From an optimization exercise on the open Yosys and OpenROAD flow, aimed at small area; shortcuts taken in it are not production practice.
Where RTL was checked, it was by simulation tests only, not by an equivalence proof against the original.
Power figures rest on the tool's default switching activity, not on a simulated workload.

Design uxn_host_chip, start of the top module:
module uxn_host_chip (
   input  wire          ifclk,
   input  wire          rst,
   input  wire [15:0]   term_addr,
   input  wire [31:0]   reg_addr,
   input  wire [31:0]   reg_datai,
   input  wire          read_mode,
   input  wire          read,
   input  wire          write_mode,
   input  wire          write,
   output wire [31:0]   reg_datao,
   output wire          read_rdy,
   output wire          write_rdy,
   output wire [15:0]   transfer_status,
   input  wire          calib_done,
   output wire [3:0]    cmd_en,
   output wire [11:0]   cmd_instr,
   output wire [23:0]   cmd_bl,
   output wire [119:0]  cmd_byte_addr,
   output wire [3:0]    wr_en,
   output wire [127:0]  wr_data,
   output wire [3:0]    rd_en,
   input  wire [3:0]    cmd_full,
   input  wire [3:0]    wr_full,
   input  wire [3:0]    rd_empty,
   input  wire [127:0]  rd_data,
   input  wire [3:0]    wr_underrun,
   input  wire [3:0]    rd_overflow
);
==> flow/config.mk <==
export PLATFORM = sky130hd
export DESIGN_NAME = uxn_host_chip
export DESIGN_NICKNAME = uxn_host_chip
export VERILOG_FILES = /design/flow/design.v
export SDC_FILE = /design/flow/constraint.sdc
export NUM_CORES = 4
export LEC_CHECK = 0
export ABC_AREA = 1
export CAP_MARGIN = 20
export CORE_MARGIN = 2
export CORE_UTILIZATION = 40
export CTS_BUF_LIST = sky130_fd_sc_hd__clkbuf_16
export CTS_CLUSTER_DIAMETER = 100
export CTS_CLUSTER_SIZE = 30
export SLEW_MARGIN = 20
export SYNTH_HIERARCHICAL = 1
export SYNTH_MINIMUM_KEEP_SIZE = 0
==> flow/constraint.sdc <==
create_clock -name core_clock -period 10.0 [get_ports {ifclk}]
set_input_delay 2.0000 -clock core_clock [delete_from_list [all_inputs] [get_ports {ifclk}]]
set_output_delay 2.0000 -clock core_clock [all_outputs]
set_load 0.01 [all_outputs]
standard.sh (not shown) runs the stock make flow with config.mk's settings and CLKGATE_MAP_FILE= SYNTH_SCRIPT=/design/flow/synth_recipe.tcl, a recipe that flattens the netlist after the stock synthesis.
==> flow/flow/run.sh <==
#!/bin/bash
# ORFS layout as standard.sh runs it, with two changes:
#  - the ports get the smallest buffer (buf_1) instead of the default choice;
#  - ABC's area script is replaced by flow/abc_area.script (a choice-based
#    area mapper). Registers are mapped before ABC runs, so they stay exactly
#    those of the standard synthesis.
set -euo pipefail
here=$(pwd)
rm -rf "$here/scripts_x"
cp -r "$FLOW_HOME/scripts" "$here/scripts_x"
cp "$here/flow/abc_area.script" "$here/scripts_x/abc_area.script"
export SCRIPTS_DIR="$here/scripts_x"
export BUFFER_PORTS_ARGS="-buffer_cell sky130_fd_sc_hd__buf_1"
bash standard.sh synth > synth.log 2>&1
bash standard.sh > layout.log 2>&1
==> flow/flow/abc_area.script <==
strash
balance
rewrite
refactor
balance
rewrite -z
rewrite -z
balance
refactor -z
rewrite -z
balance
dch -f
amap
topo
Then changed:
--- a/flow/design.v
+++ b/flow/design.v
@@ -110,38 +110,35 @@
    wire [15:0] word_idx_e = same ? word_idx : 16'd0;
    wire [15:0] xfer_cnt_e = same ? xfer_cnt : 16'd0;
    logic [27:0]  cur_addr;
    logic [27:16] all1;
    logic [7:0]   s_h0;
    logic [7:0]   s_h1;
    wire          c8;
    wire          c_h0;
    wire          c_h1;
    wire          c16;
-   uxn_add8 add_lo (
+   uxn_add8 #(.CI(1'b0)) add_lo (
       .a  (reg_addr[7:0]),
       .b  (word_idx_e[7:0]),
-      .ci (1'b0),
       .s  (cur_addr[7:0]),
       .co (c8)
    );
-   uxn_add8 add_h0 (
+   uxn_add8 #(.CI(1'b0)) add_h0 (
       .a  (reg_addr[15:8]),
       .b  (word_idx_e[15:8]),
-      .ci (1'b0),
       .s  (s_h0),
       .co (c_h0)
    );
-   uxn_add8 add_h1 (
+   uxn_add8 #(.CI(1'b1)) add_h1 (
       .a  (reg_addr[15:8]),
       .b  (word_idx_e[15:8]),
-      .ci (1'b1),
       .s  (s_h1),
       .co (c_h1)
    );
    assign cur_addr[15:8] = c8 ? s_h1 : s_h0;
    assign c16            = c8 ? c_h1 : c_h0;
    uxn_ones12 ones_hi (
       .a   (reg_addr[26:16]),
       .all (all1)
    );
    for (genvar i = 16; i < 28; i++) begin : g_ainc
@@ -261,26 +258,27 @@
 endmodule
 module uxn_ones12 (
    input  wire [26:16] a,
    output wire [27:16] all
 );
    assign all[16] = 1'b1;
    for (genvar i = 17; i < 28; i++) begin : g_all
       assign all[i] = all[i-1] & a[i-1];
    end
 endmodule
-module uxn_add8 (
+module uxn_add8 #(
+   parameter logic CI = 1'b0
+) (
    input  wire [7:0] a,
    input  wire [7:0] b,
-   input  wire       ci,
    output wire [7:0] s,
    output wire       co
 );
    wire [8:0] c;
-   assign c[0] = ci;
+   assign c[0] = CI;
    for (genvar i = 0; i < 8; i++) begin : g_bit
       assign s[i]   = a[i] ^ b[i] ^ c[i];
       assign c[i+1] = (a[i] & b[i]) | (c[i] & (a[i] ^ b[i]));
    end
    assign co = c[8];
 endmodule
 `default_nettype wire
Final area stays flat.
Register-to-register slack got worse by 0.36 ns.
Count of clock-buffer cells in the layout is unchanged.
Non-clock buffer count falls by 1.
Clock power went up by 4.3%.
Synthesized area hardly moves.
First-iteration DRC count rises by 18%.
Power stays flat.
Worst hold slack improved by 0.0047 ns.
Only the layout flow was run in the first run of this note; the RTL was not checked for function there.

## afterwards: timing with drivers on the ports
The results above use ideal ports. As a check the final layouts listed here were re-extracted and re-timed, cells and wires unchanged.
Step 1 sets driving cells, clkbuf_16 on the clock port and buf_2 on the other inputs (assumed; they add their load-dependent delay and slew).
Step 2 also shifts input and output timing later by t, the mid clock arrival at the registers, as if the neighbouring blocks saw the same clock.
Three values: no drivers, after step 1, after step 2; two values: the first two.
run	t (ns)	slack for setup (ns)	worst hold slack (ns)	slew at the worst register clock pin (ns)	worst data-port slew with drivers (ns)
the first run	0.550	0.557 / 0.506 / 0.506	0.483 / 0.483 / 0.483	0.12 / 0.12	0.11
the second run	0.551	0.441 / 0.375 / 0.375	0.487 / 0.487 / 0.487	0.12 / 0.12	0.12
After both steps every run listed still meets setup and hold. For the second run, which loses most, drivers alone change the setup slack by -0.066 ns; drivers and shift together by -0.066 ns.
